This design comes from an exercise in tuning for a short achievable clock period and few clock cycles per item on the open sky130 flow, not from production work.
Only simulation tests tie the RTL to the original design; equivalence was not proved.
Power figures rest on the tool's default switching activity, not on a simulated workload.

### flow/run.sh
#!/bin/bash
# synth_recipe.tcl (not shown) runs the flow's synth.tcl, then flattens the netlist and writes it again
# the make line also repeats each setting of config.mk as NAME=value (left out here)
make -C /OpenROAD-flow-scripts/flow DESIGN_CONFIG=/design/flow/config.mk WORK_HOME=/design/flow/orfs CLKGATE_MAP_FILE= SYNTH_SCRIPT=/design/flow/synth_recipe.tcl finish
### flow/config.mk
export PLATFORM = sky130hd
export DESIGN_NAME = window_sender_with_retx_timer_core
export DESIGN_NICKNAME = window_sender_with_retx_timer_core
export VERILOG_FILES = /design/flow/design.v
export SDC_FILE = /design/flow/constraint.sdc
export NUM_CORES = 4
export LEC_CHECK = 0
export ABC_CLOCK_PERIOD_IN_PS = 3500
export CAP_MARGIN = 20
export CORE_MARGIN = 2
export CORE_UTILIZATION = 40
export SETUP_SLACK_MARGIN = 5
export SLEW_MARGIN = 20
export TNS_END_PERCENT = 100
### flow/constraint.sdc
create_clock -name core_clock -period 9.0 [get_ports {clk}]
set_input_delay 1.8000 -clock core_clock [delete_from_list [all_inputs] [get_ports {clk}]]
set_output_delay 1.8000 -clock core_clock [all_outputs]
set_load 0.01 [all_outputs]
### flow/design.v
package wsrt_pkg;
  localparam int SEQ_W      = 32;
  localparam int SEGB_W     = 14;
  localparam int HDR_W      = 8;
  localparam int WIN_W      = 6;
  localparam int SACK_CNT_W = 6;
  localparam int LEN_W      = 14;
  localparam int KIND_W     = 2;
  localparam int CFG_IDX_W  = 3;
  localparam int CFG_DATA_W = 32;
  localparam int SACKED_W   = SACK_CNT_W + SEGB_W;
  localparam int CNT_W      = 6;
  localparam int SW         = 35;
  localparam logic [KIND_W-1:0] KIND_START = 2'd0;
  localparam logic [KIND_W-1:0] KIND_ACK   = 2'd1;
  localparam logic [KIND_W-1:0] KIND_TICK  = 2'd2;
  localparam logic RES_SEG  = 1'b0;
  localparam logic RES_DONE = 1'b1;
  localparam logic [CFG_IDX_W-1:0] CFG_SEGMENT_BYTES = 3'd0;
  localparam logic [CFG_IDX_W-1:0] CFG_HEADER_BYTES  = 3'd1;
  localparam logic [CFG_IDX_W-1:0] CFG_FLOW_BYTES    = 3'd2;
  localparam logic [CFG_IDX_W-1:0] CFG_START_WINDOW  = 3'd3;
  localparam logic [CFG_IDX_W-1:0] CFG_WINDOW_LIMIT  = 3'd4;
  localparam logic [CFG_IDX_W-1:0] CFG_RETX_TICKS    = 3'd5;
  localparam logic [CFG_IDX_W-1:0] CFG_PRIORITY_MODE = 3'd6;
  localparam logic [SEGB_W-1:0] RST_SEGMENT_BYTES = 14'd1460;
  localparam logic [HDR_W-1:0]  RST_HEADER_BYTES  = 8'd40;
  localparam logic [SEQ_W-1:0]  RST_FLOW_BYTES    = 32'd1460;
  localparam logic [WIN_W-1:0]  RST_START_WINDOW  = 6'd1;
  localparam logic [WIN_W-1:0]  RST_WINDOW_LIMIT  = 6'd32;
  localparam logic [SEQ_W-1:0]  RST_RETX_TICKS    = 32'd1000;
  localparam logic [WIN_W-1:0]  MAXW              = 6'd32;
  localparam logic [CNT_W-1:0] SEG_CAP = 6'd63;
  localparam logic [LEN_W-1:0] LEN_MAX = 14'h3FFF;
  typedef struct packed {
    logic              noloop;      
    logic              force_a;     
    logic              done_pend;   
    logic              tmr_unk;     
    logic              altf;        
    logic              agtf;        
    logic              fapos;       
    logic              goa;         
    logic [SEQ_W-1:0]  a;
    logic [SW-1:0]     am;          
    logic [SW-1:0]     ra;          
    logic [SW-1:0]     ram;         
    logic [SW-1:0]     fa;          
    logic [SW-1:0]     fam;         
    logic [SW-1:0]     fam1;        
    logic [SW-1:0]     lm;          
    logic [SW-1:0]     lmm;         
    logic [SW-1:0]     lmmm;        
    logic [SW-1:0]     flm;         
    logic [SW-1:0]     flm1;        
    logic [SEQ_W-1:0]  flow;
    logic [SEQ_W-1:0]  prio;
  } run_t;
  localparam int RUN_W = 8 + 3 * SEQ_W + 11 * SW;
endpackage
module wsrt_ctrl (
  input  logic                             clk,
  input  logic                             rst_n,
  input  logic                             in_tvalid,
  output logic                             in_tready,
  input  logic [wsrt_pkg::KIND_W-1:0]      in_kind,
  input  logic [wsrt_pkg::SEQ_W-1:0]       in_ack_seq,
  input  logic [wsrt_pkg::SACK_CNT_W-1:0]  in_sack_count,
  input  logic                             cfg_valid,
  output logic                             cfg_ready,
  input  logic [wsrt_pkg::CFG_IDX_W-1:0]   cfg_index,
  input  logic [wsrt_pkg::CFG_DATA_W-1:0]  cfg_data,
  output logic                             run_v,
  output wsrt_pkg::run_t                   run,
  input  logic                             run_pop,
  input  logic                             tmr_set,
  input  logic                             tmr_armed,
  output logic [wsrt_pkg::SEGB_W-1:0]      g_mss,
  output logic [wsrt_pkg::HDR_W-1:0]       g_hdr,
  output logic [wsrt_pkg::LEN_W-1:0]       g_msslen,
  output logic [wsrt_pkg::SEQ_W-1:0]       g_flow
);
  localparam int SEQ_W      = wsrt_pkg::SEQ_W;
  localparam int SEGB_W     = wsrt_pkg::SEGB_W;
  localparam int HDR_W      = wsrt_pkg::HDR_W;
  localparam int WIN_W      = wsrt_pkg::WIN_W;
  localparam int SACK_CNT_W = wsrt_pkg::SACK_CNT_W;
  localparam int LEN_W      = wsrt_pkg::LEN_W;
  localparam int KIND_W     = wsrt_pkg::KIND_W;
  localparam int SACKED_W   = wsrt_pkg::SACKED_W;
  localparam int CNT_W      = wsrt_pkg::CNT_W;
  localparam int SW         = wsrt_pkg::SW;
  localparam logic [LEN_W-1:0] LEN_MAX = wsrt_pkg::LEN_MAX;
  localparam logic [CNT_W-1:0] SEG_CAP = wsrt_pkg::SEG_CAP;
  localparam int QN   = 4;
  localparam int QC_W = $clog2(QN + 1);
  logic [SEGB_W-1:0] c_mss;        
  logic [HDR_W-1:0]  c_hdr;
  logic [SEQ_W-1:0]  c_flow;
  logic [WIN_W-1:0]  c_startcl;    
  logic [WIN_W-1:0]  c_limcl;      
  logic [SEQ_W-1:0]  c_retx;
  logic              c_prio;
  logic [LEN_W-1:0]  c_msslen;     
  assign cfg_ready = 1'b1;
  assign g_mss     = c_mss;
  assign g_hdr     = c_hdr;
  assign g_msslen  = c_msslen;
  assign g_flow    = c_flow;
  always_ff @(posedge clk) begin
    if (!rst_n) begin
      c_mss     <= wsrt_pkg::RST_SEGMENT_BYTES;
      c_hdr     <= wsrt_pkg::RST_HEADER_BYTES;
      c_flow    <= wsrt_pkg::RST_FLOW_BYTES;
      c_startcl <= wsrt_pkg::RST_START_WINDOW;
      c_limcl   <= wsrt_pkg::RST_WINDOW_LIMIT;
      c_retx    <= wsrt_pkg::RST_RETX_TICKS;
      c_prio    <= 1'b0;
    end else if (cfg_valid) begin
      unique case (cfg_index)
        wsrt_pkg::CFG_SEGMENT_BYTES: c_mss <= (cfg_data[SEGB_W-1:0] == '0) ? SEGB_W'(1)
                                                                  : cfg_data[SEGB_W-1:0];
        wsrt_pkg::CFG_HEADER_BYTES:  c_hdr <= cfg_data[HDR_W-1:0];
        wsrt_pkg::CFG_FLOW_BYTES:    c_flow <= cfg_data[SEQ_W-1:0];
        wsrt_pkg::CFG_START_WINDOW:  c_startcl <= (cfg_data[WIN_W-1:0] < wsrt_pkg::MAXW) ? cfg_data[WIN_W-1:0] : wsrt_pkg::MAXW;
        wsrt_pkg::CFG_WINDOW_LIMIT:  c_limcl <= (cfg_data[WIN_W-1:0] < wsrt_pkg::MAXW) ? cfg_data[WIN_W-1:0] : wsrt_pkg::MAXW;
        wsrt_pkg::CFG_RETX_TICKS:    c_retx <= cfg_data[SEQ_W-1:0];
        wsrt_pkg::CFG_PRIORITY_MODE: c_prio <= cfg_data[0];
        default: ;
      endcase
    end
  end
  function automatic logic [SW-1:0] csa_s(input logic [SW-1:0] x, input logic [SW-1:0] y,
                                          input logic [SW-1:0] z);
    csa_s = x ^ y ^ z;
  endfunction
  function automatic logic [SW-1:0] csa_c(input logic [SW-1:0] x, input logic [SW-1:0] y,
                                          input logic [SW-1:0] z);
    csa_c = ((x & y) | (x & z) | (y & z)) << 1;
  endfunction
  logic [SW-1:0] c_nm1, c_nm2, c_nm3, c_nm1m1, c_fl2, c_flm, c_flm1;
  logic          c_flow_nz;
  logic [LEN_W:0] msslen_full;
  assign msslen_full = (LEN_W+1)'(c_mss) + (LEN_W+1)'(c_hdr);
  always_ff @(posedge clk) begin
    c_msslen <= (msslen_full > (LEN_W+1)'(LEN_MAX)) ? LEN_MAX : msslen_full[LEN_W-1:0];
    c_nm1    <= '0 - SW'(c_mss);
    c_nm2    <= '0 - (SW'(c_mss) << 1);
    c_nm3    <= '0 - (SW'(c_mss) << 1) - SW'(c_mss);
    c_nm1m1  <= ~(SW'(c_mss));
    c_fl2    <= SW'(c_flow) + SW'(2);
    c_flm    <= SW'(c_flow) - SW'(c_mss);
    c_flm1   <= SW'(c_flow) + ~(SW'(c_mss));
    c_flow_nz <= (c_flow != '0);
  end
  logic [1:0]    st_age;
  logic [SW-1:0] st_s, st_c, st_sm, st_ra, st_ram, st_lmmm;
  logic [SW-1:0] sp [6];
  always_comb begin
    for (int i = 0; i < 6; i++) sp[i] = c_startcl[i] ? (SW'(c_mss) << i) : '0;
  end
  always_ff @(posedge clk) begin
    if (!rst_n) begin
      st_age <= '0;
    end else if (cfg_valid && (cfg_index <= wsrt_pkg::CFG_START_WINDOW)) begin
      st_age <= '0;
    end else if (st_age != 2'd3) begin
      st_age <= st_age + 2'd1;
    end
  end
  always_ff @(posedge clk) begin
    st_s    <= csa_s(csa_s(sp[0], sp[1], sp[2]), csa_c(sp[0], sp[1], sp[2]),
                     csa_s(sp[3], sp[4], sp[5])) ^ csa_c(sp[3], sp[4], sp[5]) ^
               csa_c(csa_s(sp[0], sp[1], sp[2]), csa_c(sp[0], sp[1], sp[2]),
                     csa_s(sp[3], sp[4], sp[5]));
    st_c    <= csa_c(csa_s(csa_s(sp[0], sp[1], sp[2]), csa_c(sp[0], sp[1], sp[2]),
                           csa_s(sp[3], sp[4], sp[5])),
                     csa_c(sp[3], sp[4], sp[5]),
                     csa_c(csa_s(sp[0], sp[1], sp[2]), csa_c(sp[0], sp[1], sp[2]),
                           csa_s(sp[3], sp[4], sp[5])));
    st_sm   <= st_s + st_c;
    st_ra   <= st_sm + c_nm1;
    st_ram  <= st_sm + c_nm2;
    st_lmmm <= st_sm + c_nm3;
  end
  logic                  iv;
  logic [KIND_W-1:0]     ik;
  logic [SEQ_W-1:0]      ia;
  logic [SACK_CNT_W-1:0] is_;
  logic                  can_r;     
  logic                  rdy_r;     
  logic                  rdy;       
  logic                  a_go;
  logic                  iv_nxt;
  logic                  can_nxt;
  assign a_go      = iv && can_r;
  assign rdy       = !iv || can_r;
  assign in_tready = rdy_r;
  assign iv_nxt    = rdy ? in_tvalid : iv;
  always_ff @(posedge clk) begin
    if (!rst_n) begin
      iv    <= 1'b0;
      rdy_r <= 1'b1;
    end else begin
      iv    <= iv_nxt;
      rdy_r <= !iv_nxt || can_nxt;
    end
  end
  always_ff @(posedge clk) begin
    if (rdy) begin
      ik  <= in_kind;
      ia  <= in_ack_seq;
      is_ <= in_sack_count;
    end
  end
  logic [SEQ_W-1:0]    oldest;
  logic [WIN_W-1:0]    cwnd;
  logic [SACK_CNT_W-1:0] sk_cnt;    
  logic [SEGB_W-1:0]     sk_mss;
  logic                armed;
  logic [SEQ_W-1:0]    left;
  logic                done;
  logic                tmr_unk;
  logic [QC_W-1:0]     inflight;
  logic                is_new;
  logic [WIN_W:0]      cw_inc;
  logic [WIN_W-1:0]    cw_nxt;
  logic                le1;
  assign is_new = ia > oldest;
  assign cw_inc = {1'b0, cwnd} + (WIN_W+1)'(1);
  assign cw_nxt = (cw_inc > {1'b0, c_limcl}) ? c_limcl : cw_inc[WIN_W-1:0];
  assign le1    = (left[SEQ_W-1:1] == '0);
  logic                push;
  logic                p_noloop, p_force, p_done, p_tmr;
  logic [SEQ_W-1:0]    p_a;
  logic [WIN_W-1:0]    p_cw;
  logic [SACK_CNT_W-1:0] p_skc;
  logic [SEGB_W-1:0]     p_skm;
  always_comb begin
    push     = 1'b0;
    p_noloop = 1'b0;
    p_force  = 1'b0;
    p_done   = 1'b0;
    p_tmr    = 1'b0;
    p_a      = ia;
    p_cw     = cw_nxt;
    p_skc    = is_;
    p_skm    = c_mss;
    if (a_go) begin
      unique case (ik)
        wsrt_pkg::KIND_START: begin
          push    = 1'b1;
          p_force = 1'b1;
          p_a     = '0;
          p_cw    = c_startcl;
          p_skc   = '0;
        end
        wsrt_pkg::KIND_ACK: begin
          if (!done) begin
            if (is_new) begin
              push   = 1'b1;
              p_done = (ia == c_flow);
              p_tmr  = !armed && (ia < c_flow);
            end else if (ia == c_flow) begin
              push     = 1'b1;
              p_noloop = 1'b1;
              p_done   = 1'b1;
              p_a      = '0;
            end
          end
        end
        wsrt_pkg::KIND_TICK: begin
          if (armed && le1) begin
            push    = 1'b1;
            p_force = 1'b1;
            p_a     = oldest;
            p_cw    = WIN_W'(1);
            p_skc   = sk_cnt;
            p_skm   = sk_mss;
          end
        end
        default: ;
      endcase
    end
  end
  logic bp;
  assign bp = a_go && (ik == wsrt_pkg::KIND_START) && (st_age == 2'd3) && !d1_v && !d2_v && !d3_v;
  logic [QC_W-1:0] inflight_nxt;
  logic            tmr_unk_nxt;
  assign inflight_nxt = inflight + QC_W'(push) - QC_W'(run_pop);
  assign tmr_unk_nxt  = tmr_set ? 1'b0 : (tmr_unk || p_tmr);
  assign can_nxt      = (inflight_nxt < QC_W'(QN)) && !tmr_unk_nxt;
  always_ff @(posedge clk) begin
    if (!rst_n) begin
      oldest   <= '0;
      cwnd     <= WIN_W'(1);
      sk_cnt   <= '0;
      sk_mss   <= '0;
      armed    <= 1'b0;
      left     <= '0;
      done     <= 1'b0;
      tmr_unk  <= 1'b0;
      inflight <= '0;
      can_r    <= 1'b1;
    end else begin
      inflight <= inflight_nxt;
      tmr_unk  <= tmr_unk_nxt;
      can_r    <= can_nxt;
      if (tmr_set) begin
        armed <= tmr_armed;
        left  <= c_retx;
      end
      if (a_go) begin
        unique case (ik)
          wsrt_pkg::KIND_START: begin
            oldest <= '0;
            cwnd   <= c_startcl;
            sk_cnt <= '0;
            done   <= 1'b0;
            armed  <= (c_startcl != '0) && (c_flow != '0);
            left   <= c_retx;
          end
          wsrt_pkg::KIND_ACK: begin
            if (!done) begin
              sk_cnt <= is_;
              sk_mss <= c_mss;
              if (is_new) begin
                oldest <= ia;
                cwnd   <= cw_nxt;
                if (ia == c_flow) done <= 1'b1;
                if (armed) begin
                  armed <= (ia < c_flow);
                  left  <= c_retx;
                end
              end else if (ia == c_flow) begin
                done <= 1'b1;
              end
            end
          end
          wsrt_pkg::KIND_TICK: begin
            if (armed) begin
              if (le1) begin
                armed <= (oldest < c_flow);
                left  <= c_retx;
                cwnd  <= WIN_W'(1);
              end else begin
                left <= left - SEQ_W'(1);
              end
            end
          end
          default: ;
        endcase
      end
    end
  end
  logic                  d1_v, d1_noloop, d1_force, d1_done, d1_tmr, d1_prio;
  logic [SEQ_W-1:0]      d1_a, d1_flow;
  logic [WIN_W-1:0]      d1_cw;
  logic [SACK_CNT_W-1:0] d1_skc;
  logic [SEGB_W-1:0]     d1_skm;
  logic [SEGB_W-1:0]     d1_mss;
  always_ff @(posedge clk) begin
    if (!rst_n) d1_v <= 1'b0;
    else        d1_v <= push && !bp;
  end
  always_ff @(posedge clk) begin
    d1_noloop <= p_noloop;
    d1_force  <= p_force;
    d1_done   <= p_done;
    d1_tmr    <= p_tmr;
    d1_a      <= p_a;
    d1_cw     <= p_cw;
    d1_skc    <= p_skc;
    d1_skm    <= p_skm;
    d1_flow   <= c_flow;
    d1_mss    <= c_mss;
    d1_prio   <= c_prio;
  end
  logic [SW-1:0] e_a, e_flow, e_mss;
  logic [SW-1:0] pc [6];    
  logic [SW-1:0] ps [6];    
  assign e_a    = SW'(d1_a);
  assign e_flow = SW'(d1_flow);
  assign e_mss  = SW'(d1_mss);
  always_comb begin
    for (int i = 0; i < 6; i++) begin
      pc[i] = d1_cw[i]  ? (SW'(d1_mss) << i) : '0;
      ps[i] = d1_skc[i] ? (SW'(d1_skm) << i) : '0;
    end
  end
  logic [SW-1:0] t_s0, t_c0, t_s1, t_c1, t_s2, t_c2, t_s3, t_c3, t_s4, t_c4, t_s5, t_c5;
  logic [SW-1:0] t_s6, t_c6, t_s7, t_c7, t_s8, t_c8, t_s9, t_c9;
  logic [SW-1:0] a_s4, a_c4, a_s5, a_c5, a_s6, a_c6, a_s7, a_c7, a_s8, a_c8, a_s9, a_c9;
  logic [SW-1:0] a_s10, a_c10;
  logic [SW-1:0] u_s0, u_c0, u_s1, u_c1, u_s2, u_c2, u_s3, u_c3, u_s4, u_c4;
  always_comb begin
    t_s0 = csa_s(pc[0], pc[1], pc[2]);  t_c0 = csa_c(pc[0], pc[1], pc[2]);
    t_s1 = csa_s(pc[3], pc[4], pc[5]);  t_c1 = csa_c(pc[3], pc[4], pc[5]);
    t_s2 = csa_s(ps[0], ps[1], ps[2]);  t_c2 = csa_c(ps[0], ps[1], ps[2]);
    t_s3 = csa_s(ps[3], ps[4], ps[5]);  t_c3 = csa_c(ps[3], ps[4], ps[5]);
    t_s4 = csa_s(t_s0, t_c0, t_s1);     t_c4 = csa_c(t_s0, t_c0, t_s1);
    t_s5 = csa_s(t_c1, t_s2, t_c2);     t_c5 = csa_c(t_c1, t_s2, t_c2);
    t_s6 = csa_s(t_s4, t_c4, t_s5);     t_c6 = csa_c(t_s4, t_c4, t_s5);
    t_s7 = csa_s(t_c5, t_s3, t_c3);     t_c7 = csa_c(t_c5, t_s3, t_c3);
    t_s8 = csa_s(t_s6, t_c6, t_s7);     t_c8 = csa_c(t_s6, t_c6, t_s7);
    t_s9 = csa_s(t_s8, t_c8, t_c7);     t_c9 = csa_c(t_s8, t_c8, t_c7);
    a_s4 = csa_s(t_s0, t_c0, t_s1);     a_c4 = csa_c(t_s0, t_c0, t_s1);
    a_s5 = csa_s(t_c1, t_s2, t_c2);     a_c5 = csa_c(t_c1, t_s2, t_c2);
    a_s6 = csa_s(t_s3, t_c3, e_a);      a_c6 = csa_c(t_s3, t_c3, e_a);
    a_s7 = csa_s(a_s4, a_c4, a_s5);     a_c7 = csa_c(a_s4, a_c4, a_s5);
    a_s8 = csa_s(a_c5, a_s6, a_c6);     a_c8 = csa_c(a_c5, a_s6, a_c6);
    a_s9 = csa_s(a_s7, a_c7, a_s8);     a_c9 = csa_c(a_s7, a_c7, a_s8);
    a_s10 = csa_s(a_s9, a_c9, a_c8);    a_c10 = csa_c(a_s9, a_c9, a_c8);
    u_s0 = csa_s(t_s2, t_c2, t_s3);     u_c0 = csa_c(t_s2, t_c2, t_s3);
    u_s1 = csa_s(t_c3, e_a, u_s0);      u_c1 = csa_c(t_c3, e_a, u_s0);
    u_s2 = csa_s(u_c0, u_s1, u_c1);     u_c2 = csa_c(u_c0, u_s1, u_c1);
  end
  logic                d2_v, d2_noloop, d2_force, d2_done, d2_tmr, d2_prio;
  logic                d2_agtf, d2_altf;
  logic [SEQ_W-1:0]    d2_a, d2_flow;
  logic [SW-1:0]       d2_ts, d2_tc, d2_as, d2_ac, d2_us, d2_uc;
  logic [SW-1:0]       d2_nm1, d2_nm2, d2_nm3, d2_nm1m1, d2_fl2;
  logic [SW-1:0]       d2_am, d2_fa, d2_flm, d2_flm1;
  always_ff @(posedge clk) begin
    if (!rst_n) d2_v <= 1'b0;
    else        d2_v <= d1_v;
  end
  always_ff @(posedge clk) begin
    d2_noloop <= d1_noloop;
    d2_force  <= d1_force;
    d2_done   <= d1_done;
    d2_tmr    <= d1_tmr;
    d2_prio   <= d1_prio;
    d2_a      <= d1_a;
    d2_flow   <= d1_flow;
    d2_agtf   <= d1_a > d1_flow;
    d2_altf   <= d1_a < d1_flow;
    d2_ts     <= t_s9;
    d2_tc     <= t_c9;
    d2_as     <= a_s10;
    d2_ac     <= a_c10;
    d2_us     <= u_s2;
    d2_uc     <= u_c2;
    d2_nm1    <= '0 - e_mss;
    d2_nm2    <= '0 - (e_mss << 1);
    d2_nm3    <= '0 - (e_mss << 1) - e_mss;
    d2_nm1m1  <= ~e_mss;
    d2_fl2    <= e_flow + SW'(2);
    d2_am     <= e_a - e_mss;
    d2_fa     <= e_flow - e_a;
    d2_flm    <= e_flow - e_mss;
    d2_flm1   <= e_flow + ~e_mss;
  end
  wsrt_pkg::run_t nr;
  logic [SW-1:0]  pd;       
  always_comb begin
    nr.noloop    = d2_noloop;
    nr.force_a   = d2_force;
    nr.done_pend = d2_done;
    nr.tmr_unk   = d2_tmr;
    nr.altf      = d2_altf;
    nr.agtf      = d2_agtf;
    nr.fapos     = !d2_fa[SW-1] && (d2_fa != '0);
    nr.a         = d2_a;
    nr.am        = d2_am;
    nr.ra        = csa_s(d2_ts, d2_tc, d2_nm1) + csa_c(d2_ts, d2_tc, d2_nm1);
    nr.ram       = csa_s(d2_ts, d2_tc, d2_nm2) + csa_c(d2_ts, d2_tc, d2_nm2);
    nr.lm        = csa_s(d2_as, d2_ac, d2_nm1) + csa_c(d2_as, d2_ac, d2_nm1);
    nr.lmm       = csa_s(d2_as, d2_ac, d2_nm2) + csa_c(d2_as, d2_ac, d2_nm2);
    nr.lmmm      = csa_s(d2_as, d2_ac, d2_nm3) + csa_c(d2_as, d2_ac, d2_nm3);
    nr.fa        = d2_fa;
    nr.fam       = d2_fa + d2_nm1;
    nr.fam1      = d2_fa + d2_nm1m1;
    nr.flm       = d2_flm;
    nr.flm1      = d2_flm1;
    nr.flow      = d2_flow;
    pd           = csa_s(d2_fl2, ~d2_us, ~d2_uc) + csa_c(d2_fl2, ~d2_us, ~d2_uc);
    nr.prio      = d2_prio ? SEQ_W'(1)
                 : (!pd[SW-1] && (pd != '0)) ? pd[SEQ_W-1:0] : '0;
    nr.goa       = !d2_noloop && !nr.ra[SW-1] && nr.fapos;
  end
  wsrt_pkg::run_t d3;
  logic           d3_v;
  always_ff @(posedge clk) begin
    if (!rst_n) d3_v <= 1'b0;
    else        d3_v <= d2_v;
  end
  always_ff @(posedge clk) begin
    d3 <= nr;
  end
  wsrt_pkg::run_t sr;       
  always_comb begin
    sr.noloop    = 1'b0;
    sr.force_a   = 1'b1;
    sr.done_pend = 1'b0;
    sr.tmr_unk   = 1'b0;
    sr.altf      = c_flow_nz;
    sr.agtf      = 1'b0;
    sr.fapos     = c_flow_nz;
    sr.goa       = (c_startcl != '0) && c_flow_nz;
    sr.a         = '0;
    sr.am        = c_nm1;
    sr.ra        = st_ra;
    sr.ram       = st_ram;
    sr.fa        = SW'(c_flow);
    sr.fam       = c_flm;
    sr.fam1      = c_flm1;
    sr.lm        = st_ra;
    sr.lmm       = st_ram;
    sr.lmmm      = st_lmmm;
    sr.flm       = c_flm;
    sr.flm1      = c_flm1;
    sr.flow      = c_flow;
    sr.prio      = c_prio ? SEQ_W'(1) : c_flow;
  end
  logic           q_in_v;
  wsrt_pkg::run_t q_in;
  assign q_in_v = d3_v || bp;
  assign q_in   = d3_v ? d3 : sr;
  localparam int RW = wsrt_pkg::RUN_W;
  logic [QN*RW-1:0] qf;     
  logic [QC_W-1:0]  qn;
  logic [QC_W-1:0]  wi;     
  assign wi = qn - QC_W'(run_pop);
  always_ff @(posedge clk) begin
    if (!rst_n) begin
      qn <= '0;
    end else begin
      qn <= qn + QC_W'(q_in_v) - QC_W'(run_pop);
    end
  end
  always_ff @(posedge clk) begin
    for (int i = 0; i < QN; i++) begin
      if (q_in_v && wi == QC_W'(i))  qf[i*RW +: RW] <= q_in;
      else if (run_pop && i < QN - 1) qf[i*RW +: RW] <= qf[(i+1)*RW +: RW];
    end
  end
  assign run_v = (qn != '0);
  assign run   = qf[RW-1:0];
endmodule
module wsrt_dp (
  input  logic                          clk,
  input  logic                          rst_n,
  input  logic                          run_v,
  input  wsrt_pkg::run_t                run,
  output logic                          run_pop,
  output logic                          tmr_set,
  output logic                          tmr_armed,
  input  logic [wsrt_pkg::SEGB_W-1:0]   b_mss,
  input  logic [wsrt_pkg::HDR_W-1:0]    b_hdr,
  input  logic [wsrt_pkg::LEN_W-1:0]    b_msslen,
  input  logic [wsrt_pkg::SEQ_W-1:0]    b_flow,
  output logic                          out_valid,
  input  logic                          out_ready,
  output logic                          out_kind,
  output logic [wsrt_pkg::SEQ_W-1:0]    out_seq,
  output logic [wsrt_pkg::LEN_W-1:0]    out_len,
  output logic [wsrt_pkg::SEQ_W-1:0]    out_prio,
  output logic                          out_last
);
  localparam int SEQ_W      = wsrt_pkg::SEQ_W;
  localparam int SEGB_W     = wsrt_pkg::SEGB_W;
  localparam int HDR_W      = wsrt_pkg::HDR_W;
  localparam int WIN_W      = wsrt_pkg::WIN_W;
  localparam int SACK_CNT_W = wsrt_pkg::SACK_CNT_W;
  localparam int LEN_W      = wsrt_pkg::LEN_W;
  localparam int KIND_W     = wsrt_pkg::KIND_W;
  localparam int SACKED_W   = wsrt_pkg::SACKED_W;
  localparam int CNT_W      = wsrt_pkg::CNT_W;
  localparam int SW         = wsrt_pkg::SW;
  localparam logic [LEN_W-1:0] LEN_MAX = wsrt_pkg::LEN_MAX;
  localparam logic [CNT_W-1:0] SEG_CAP = wsrt_pkg::SEG_CAP;
  logic              go;         
  logic              done_go;    
  logic [SEQ_W-1:0]  nxt;
  logic [SW-1:0]     f, fm, fm1, r, rm;
  logic [CNT_W-1:0]  sent;
  logic [SEQ_W-1:0]  b_prio;
  logic              b_done;
  logic              sk_v;
  logic              sk_kind;
  logic [SEQ_W-1:0]  sk_seq;
  logic [LEN_W-1:0]  sk_len;
  logic [SEQ_W-1:0]  sk_prio;
  logic              sk_last;
  logic              out_valid_r;
  logic              out_kind_r;
  logic [SEQ_W-1:0]  out_seq_r;
  logic [LEN_W-1:0]  out_len_r;
  logic [SEQ_W-1:0]  out_prio_r;
  logic              out_last_r;
  logic          en;
  logic          over, more, free;
  logic [SW-1:0] e_nxt, e_mss;
  logic [SEQ_W-1:0] nxt_inc;
  logic [SW-1:0] fm_s, fm1_s, rm_s;
  logic [LEN_W:0] tail_full;
  logic [LEN_W-1:0] seg_len;
  assign en    = !sk_v;
  assign e_nxt = SW'(nxt);
  assign e_mss = SW'(b_mss);
  assign over  = fm[SW-1];
  assign more  = go && !rm[SW-1] && !fm1[SW-1] && (sent != (SEG_CAP - CNT_W'(1)));
  assign free  = go ? (!more && !b_done) : 1'b1;
  assign nxt_inc = nxt + SEQ_W'(b_mss);
  assign fm_s    = fm - e_mss;
  assign fm1_s   = fm1 - e_mss;
  assign rm_s    = rm - e_mss;
  assign tail_full = (LEN_W+1)'(f[LEN_W-1:0]) + (LEN_W+1)'(b_hdr);
  assign seg_len   = !over ? b_msslen
                   : (tail_full > (LEN_W+1)'(LEN_MAX)) ? LEN_MAX : tail_full[LEN_W-1:0];
  logic          a_gt;
  logic          ho;
  logic [SW-1:0] d_lm, d_lmm, d_lmmm, d_fl, d_nf, d_flm, d_flm1, d_am;
  logic [SEQ_W:0] d_a;
  logic [SEQ_W-1:0] h_nxt;
  logic [SW-1:0] h_f, h_fm, h_fm1, h_r, h_rm;
  logic          h_fpos, h_go;
  assign d_lm   = run.lm   - e_nxt;
  assign d_lmm  = run.lmm  - e_nxt;
  assign d_lmmm = run.lmmm - e_nxt;
  assign d_fl   = SW'(run.flow) - e_nxt;
  assign d_nf   = e_nxt - SW'(run.flow);     
  assign d_flm  = run.flm  - e_nxt;
  assign d_flm1 = run.flm1 - e_nxt;
  assign d_am   = e_nxt - run.am;            
  assign d_a    = {1'b0, nxt} - {1'b0, run.a};  
  assign a_gt = run.force_a || (go ? (over ? run.agtf : d_am[SW-1]) : d_a[SEQ_W]);
  assign ho   = en && run_v && free;
  always_comb begin
    if (a_gt) begin
      h_nxt  = run.a;
      h_f    = run.fa;
      h_fm   = run.fam;
      h_fm1  = run.fam1;
      h_r    = run.ra;
      h_rm   = run.ram;
      h_fpos = run.fapos;
    end else if (go) begin
      h_nxt  = over ? b_flow : nxt_inc;
      h_f    = fm;
      h_fm   = fm_s;
      h_fm1  = fm1_s;
      h_r    = d_lmm;
      h_rm   = d_lmmm;
      h_fpos = !over && !fm1[SW-1];
    end else begin
      h_nxt  = nxt;
      h_f    = d_fl;
      h_fm   = d_flm;
      h_fm1  = d_flm1;
      h_r    = d_lm;
      h_rm   = d_lmm;
      h_fpos = !d_fl[SW-1] && (d_fl != '0);
    end
  end
  logic go_b, go_c;
  assign go_b = !run.noloop && !d_lmm[SW-1] && !over && !fm1[SW-1];
  assign go_c = !run.noloop && !d_lm[SW-1] && d_nf[SW-1];
  assign h_go = a_gt ? run.goa : (go ? go_b : go_c);
  logic tmr_pend, tmr_altf;
  always_ff @(posedge clk) begin
    if (!rst_n) begin
      tmr_pend <= 1'b0;
    end else begin
      tmr_pend <= ho && run.tmr_unk;
    end
    if (ho) tmr_altf <= run.altf;
  end
  assign run_pop   = ho;
  assign tmr_set   = tmr_pend;
  assign tmr_armed = go && tmr_altf;
  always_ff @(posedge clk) begin
    if (!rst_n) begin
      go      <= 1'b0;
      done_go <= 1'b0;
      nxt     <= '0;
    end else if (en) begin
      if (go && more) begin
        nxt     <= nxt_inc;
      end else if (ho) begin
        go      <= h_go;
        done_go <= !h_go && run.done_pend;
        nxt     <= h_nxt;
      end else begin
        go      <= 1'b0;
        done_go <= go && b_done;
        if (go) nxt <= over ? b_flow : nxt_inc;
      end
    end
  end
  always_ff @(posedge clk) begin
    if (en) begin
      if (go && more) begin
        f    <= fm;
        fm   <= fm_s;
        fm1  <= fm1_s;
        r    <= rm;
        rm   <= rm_s;
        sent <= sent + CNT_W'(1);
      end else if (ho) begin
        f      <= h_f;
        fm     <= h_fm;
        fm1    <= h_fm1;
        r      <= h_r;
        rm     <= h_rm;
        sent   <= '0;
        b_prio <= run.prio;
        b_done <= run.done_pend;
      end
    end
  end
  logic              emit;
  logic              r_kind;
  logic [SEQ_W-1:0]  r_seq;
  logic [LEN_W-1:0]  r_len;
  logic [SEQ_W-1:0]  r_prio;
  logic              r_last;
  logic              out_free;
  assign emit     = en && (go || done_go);
  assign r_kind   = go ? wsrt_pkg::RES_SEG : wsrt_pkg::RES_DONE;
  assign r_seq    = go ? nxt : '0;
  assign r_len    = go ? seg_len : '0;
  assign r_prio   = go ? b_prio : '0;
  assign r_last   = go ? (!more && !b_done) : 1'b1;
  assign out_free = !out_valid_r || out_ready;
  always_ff @(posedge clk) begin
    if (!rst_n) begin
      out_valid_r <= 1'b0;
      sk_v        <= 1'b0;
    end else if (out_free) begin
      out_valid_r <= sk_v || emit;
      sk_v        <= 1'b0;
    end else if (emit) begin
      sk_v        <= 1'b1;
    end
  end
  always_ff @(posedge clk) begin
    if (out_free) begin
      if (sk_v) begin
        out_kind_r <= sk_kind;
        out_seq_r  <= sk_seq;
        out_len_r  <= sk_len;
        out_prio_r <= sk_prio;
        out_last_r <= sk_last;
      end else if (emit) begin
        out_kind_r <= r_kind;
        out_seq_r  <= r_seq;
        out_len_r  <= r_len;
        out_prio_r <= r_prio;
        out_last_r <= r_last;
      end
    end else if (emit) begin
      sk_kind <= r_kind;
      sk_seq  <= r_seq;
      sk_len  <= r_len;
      sk_prio <= r_prio;
      sk_last <= r_last;
    end
  end
  assign out_valid = out_valid_r;
  assign out_kind  = out_kind_r;
  assign out_seq   = out_seq_r;
  assign out_len   = out_len_r;
  assign out_prio  = out_prio_r;
  assign out_last  = out_last_r;
endmodule
module window_sender_with_retx_timer_core (
  input  logic        clk,
  input  logic        rst_n,
  input  logic        in_tvalid,
  output logic        in_tready,
  input  logic [39:0] in_tdata,    
  input  logic [1:0]  in_tuser,    
  output logic        out_tvalid,
  input  logic        out_tready,
  output logic [79:0] out_tdata,   
  output logic [0:0]  out_tuser,   
  output logic        out_tlast,
  input  logic                              cfg_valid,
  output logic                              cfg_ready,
  input  logic [wsrt_pkg::CFG_IDX_W-1:0]    cfg_index,
  input  logic [wsrt_pkg::CFG_DATA_W-1:0]   cfg_data
);
  wsrt_pkg::run_t run;
  logic           run_v;
  logic           run_pop;
  logic           tmr_set;
  logic           tmr_armed;
  logic [wsrt_pkg::SEGB_W-1:0] g_mss;
  logic [wsrt_pkg::HDR_W-1:0]  g_hdr;
  logic [wsrt_pkg::LEN_W-1:0]  g_msslen;
  logic [wsrt_pkg::SEQ_W-1:0]  g_flow;
  logic                         res_kind;
  logic [wsrt_pkg::SEQ_W-1:0]   res_seq;
  logic [wsrt_pkg::LEN_W-1:0]   res_len;
  logic [wsrt_pkg::SEQ_W-1:0]   res_prio;
  wsrt_ctrl u_ctrl (
    .clk           (clk),
    .rst_n         (rst_n),
    .in_tvalid     (in_tvalid),
    .in_tready     (in_tready),
    .in_kind       (in_tuser),
    .in_ack_seq    (in_tdata[31:0]),
    .in_sack_count (in_tdata[37:32]),
    .cfg_valid     (cfg_valid),
    .cfg_ready     (cfg_ready),
    .cfg_index     (cfg_index),
    .cfg_data      (cfg_data),
    .run_v         (run_v),
    .run           (run),
    .run_pop       (run_pop),
    .tmr_set       (tmr_set),
    .tmr_armed     (tmr_armed),
    .g_mss         (g_mss),
    .g_hdr         (g_hdr),
    .g_msslen      (g_msslen),
    .g_flow        (g_flow)
  );
  wsrt_dp u_dp (
    .clk       (clk),
    .rst_n     (rst_n),
    .run_v     (run_v),
    .run       (run),
    .run_pop   (run_pop),
    .tmr_set   (tmr_set),
    .tmr_armed (tmr_armed),
    .b_mss     (g_mss),
    .b_hdr     (g_hdr),
    .b_msslen  (g_msslen),
    .b_flow    (g_flow),
    .out_valid (out_tvalid),
    .out_ready (out_tready),
    .out_kind  (res_kind),
    .out_seq   (res_seq),
    .out_len   (res_len),
    .out_prio  (res_prio),
    .out_last  (out_tlast)
  );
  assign out_tdata = {2'b00, res_prio, res_len, res_seq};
  assign out_tuser = res_kind;
endmodule
==> run notes <==
## Routing
• Remaining DRCs: 0
• routed via count: 130100
• Vias/cell: 5.685
• final routed wire length divided by cell count: 27.76 um
• post-route ant nets: 0
• Detailed Route Iter0 Violations: 15690
• total detailed-routing wirelength: 635000 um
• DR pass1 iterations: 7

## Layout
• number of nets in the final layout: 18220
• Core Util, Final: 0.4666
• Finished Cell Area: 200800 um^2
• area added between synthesis and finish: 16.37%
• most frequent cells in the layout: nand2_1, edfxtp_1, o21ai_0, dfxtp_1, inv_1
• most common library cell in the layout ignoring fill and taps: nand2_1
• share of cells above drive strength 1: 0.1007

## Die
• Placement Rows: 241
• Initial Util: 0.4010
• I/O pins: 167
• horizontal extent of the die: 660.8 um
• area of the placeable core: 430300 um^2
• Die Span Y: 660.8 um
• area enclosed by the die boundary: 436600 um^2

## Synthesis
• share of synthesized area occupied by flip-flops and latches: 0.5324
• Seq cells post-synth: 3555
• library cells used by synthesis: 96
• total standard cell area after synthesis: 172500 um^2
• synth warn: 6
• mean cell area of the mapped netlist: 10.52 um^2
• share of synthesized flip-flops with an asynchronous set or reset: 0
• number of flops mapped to enable cells by yosys: 2067
• Synth Flop Type: edfxtp_1
• Gate Count Post-Synth: 16400

## STA
• Final Hold Viols: 0
• setup repair after global routing missed its margin: true
• worst hold margin: 0.3098 ns
• Final Critical Period: 4.186 ns
• Period Utilization, post-route: 0.4651
• Achievable Freq: 0.2389 GHz
• setup skew after layout: 0.08407 ns
• remaining max-slew budget at the tightest pin: 0.1554
• total count of max-transition violations in the final report: 0
• transition time of the tightest slew-check pin: 1.267 ns
• number of endpoints failing setup at the final stage: 0

## Placement
• final weighted congestion in routability-driven placement: 0.9583
• HPWL reported at the end of detailed placement: 440100 um
• instance area after placement: 181400 um^2
• I/O Buffers: 161

## Job
• MaxCap Viol Count: 0

## Critical path
• peak per-stage delay on the critical path: 0.36 ns
• CP max FO: 3
• buffers and inverters on the worst path: 3
• Crit path required time: 9.75 ns
• highest-delay cell along the critical path: o31a_1
• classification of the worst setup path: reg2reg
• CP dominant cell by count: o31a_1
• Crit path max-delay family: compound AO/OA/AOI/OAI gates
• critical path data arrival time: 4.93 ns
• Startpoint Class: register
• worst-path cell chain: buf_12, inv_8, buf_12, ha_4, nor2b_4, o31a_1, o31a_1, a221o_1, o31a_1, a31oi_4, o211ai_1, a211o_1, o31a_1, a21o_1, a222oi_1
• Critical Path Sink Type: register

## Global route
• peak-usage layer in the global routing report: met2
• largest net degree at the start of global routing: 178
• global routing usage summed across all routing layers: 0.2793
• met2 Resource Use GR: 0.4218
• via count of the first global-routing pass: 120900
• first-pass GRT wire length: 879200 um
• GRT Residual Overflow: 0
• antenna violations before repair: 86
• met1 track demand over resource in global routing: 0.3872
• met3 usage: 0.05169

## Clocking
• latest clock arrival within the worst-skew pair: 1.02 ns
• # hold bufs at CTS: 0
• number of H-tree branching levels: 5
• clk slew on worst S/H paths: 0.06 ns
• maximum clock path buffer count: 4
• clock sink total: 3555
• CTS tree: yes
• library cell used as clock root buffer: clkbuf_16
• total clock buffers created by CTS: 384

## Power
• worst supply voltage drop on vdd: 0.4243 mV
• net switching power: 31980 uW
• power density over the cells: 390.3 nW/um^2
• internal cell power: 46390 uW
• Switching Fraction: 0.4080
• Clock Power Share: 0.206
• Tot Pwr: 78370 uW
• static leakage: 0.08216 uW
• part of the power in registers: 0.350
• part of the total power dissipated in combinational logic: 0.444

## Min path
• path class of the lowest-slack min-delay path: reg2reg

## Run status
• result of the run: no timing/DRC/antenna violations

## flip-flops by register name (all words and copies together) (netlist names), 34 cells and up
signal and count:
u_ctrl.d2_nm3 35, u_ctrl.c_flm1 35, u_ctrl.d3 427, u_ctrl.qf 1708
u_dp.fm 35, u_ctrl.st_ram 35, u_ctrl.st_lmmm 35, u_ctrl.d2_flm1 35
u_ctrl.st_ra 34, u_dp.rm 35, u_dp.fm1 35, u_ctrl.c_nm3 35
## power groups by stage
stage,combinational [uW],clock (uW),sequential (uW)
detailed placement,30000,0,27700
global route,37200,16900,27800
CTS,33000,16300,27300
floorplan,16600,0,25500
finish,34800,16200,27400
global placement,29700,0,27500
## per-layer routing
metal,vias up,part of all wire
met2,6185,0.43
li1,58490,-
met1,64250,0.41
met4,12,0.054
met5,-,0.00013
met3,1141,0.10
## through the flow
step           worst slack (ns)  instances  setup TNS, ns
3_5_place_dp              2.638      21850              0
3_3_place_gp              2.586      21850              0
6_report                  4.814      22880              0
2_1_floorplan            -6.833      16400       -7773.42
5_1_grt                   4.764      22850              0
4_1_cts                   4.578      22760              0
## kinds of logic after synthesis
logic type | Yosys count | synth area share
other | 2 | 0.00004353
DFF | 3555 | 0.5324
AOI/OAI and AO/OA | 4151 | 0.1420
xor gates and xnor gates | 758 | 0.03848
buffers and inverters | 1992 | 0.04355
adders and majority gates | 1334 | 0.1146
and+or+nand+nor | 4392 | 0.1160
muxes | 216 | 0.01292
## timing repair
action                     in CTS  in global routing
setup endpoints to repair    3482               1616
gates resized for setup       520                306
buffers inserted              161                 73
pin swaps                      93                138
gates cloned                   35                 14
## synth_stat cells (all sizes together), types with 75 or more instances
cell / number / area (um^2)
nand2: 2085 / 7826
edfxtp: 2067 / 62070
o21ai: 1770 / 8862
dfxtp: 1488 / 29790
inv: 1255 / 4711
a21oi: 1040 / 5205
ha: 924 / 11560
nor2: 738 / 2770
clkbuf: 652 / 2452
xnor2: 539 / 4721
fa: 410 / 8208
a21o: 262 / 1967
nor3: 253 / 1277
and2: 251 / 1570
nand3: 239 / 1196
nor2b: 230 / 1439
xor2: 219 / 1918
mux2i: 162 / 1622
nand2b: 140 / 875.8
o21a: 123 / 923.4
o31ai: 105 / 788.3
nand4: 99 / 619.3
o211ai: 95 / 713.2
o22ai: 93 / 581.8
or3: 86 / 538.0
o21bai: 75 / 563.0
## path summary, 6_finish.rpt
check	from	to	slack, ns	depth (start not counted)
max	u_dp.nxt[1]$_SDFFE_PN0N_	u_dp.fm[33]$_DFFE_PP_	4.81	15
min	u_ctrl.d2_a[5]$_DFF_P_	u_ctrl.d3[454]$_DFF_P_	0.31	0
max reg2reg	u_dp.nxt[1]$_SDFFE_PN0N_	u_dp.fm[33]$_DFFE_PP_	4.81	15
min reg2reg	u_ctrl.d2_a[5]$_DFF_P_	u_ctrl.d3[454]$_DFF_P_	0.31	0
## area by class of cell
cell class,instances,area (um^2)
fill,39420,229500
sequential,3555,92010
multi-input combinational,10870,75760
clock buffer,531,10740
timing repair buffer,722,8132
tap,5710,7144
inverter,1276,4922
clock inverter,186,2006
antenna,33,82.58
Testbench counts, summed over its fixed seeds: cycles 4,583, items 2,304.

[re-timing with driven ports]
The flow's constraints put no driver on any port. The routed layout listed below was extracted and timed again, unchanged, in two steps. Step 1 assumes that a clkbuf_16 drives the clock port and a buf_2 every other input. Step 2 also shifts input and output timing later by t, the mid clock arrival at the registers, as if the neighbouring blocks saw the same clock. Three values: no drivers, after step 1, after step 2; two values: the first two.
t, ns: 1.098
slack for setup (ns): 4.814 / 4.814 / 4.287
worst data-port slew with drivers (ns): 0.06
After both steps setup and hold are still met in this run. The setup slack of this run moves by 0.000 ns with the drivers and by -0.527 ns with both steps.
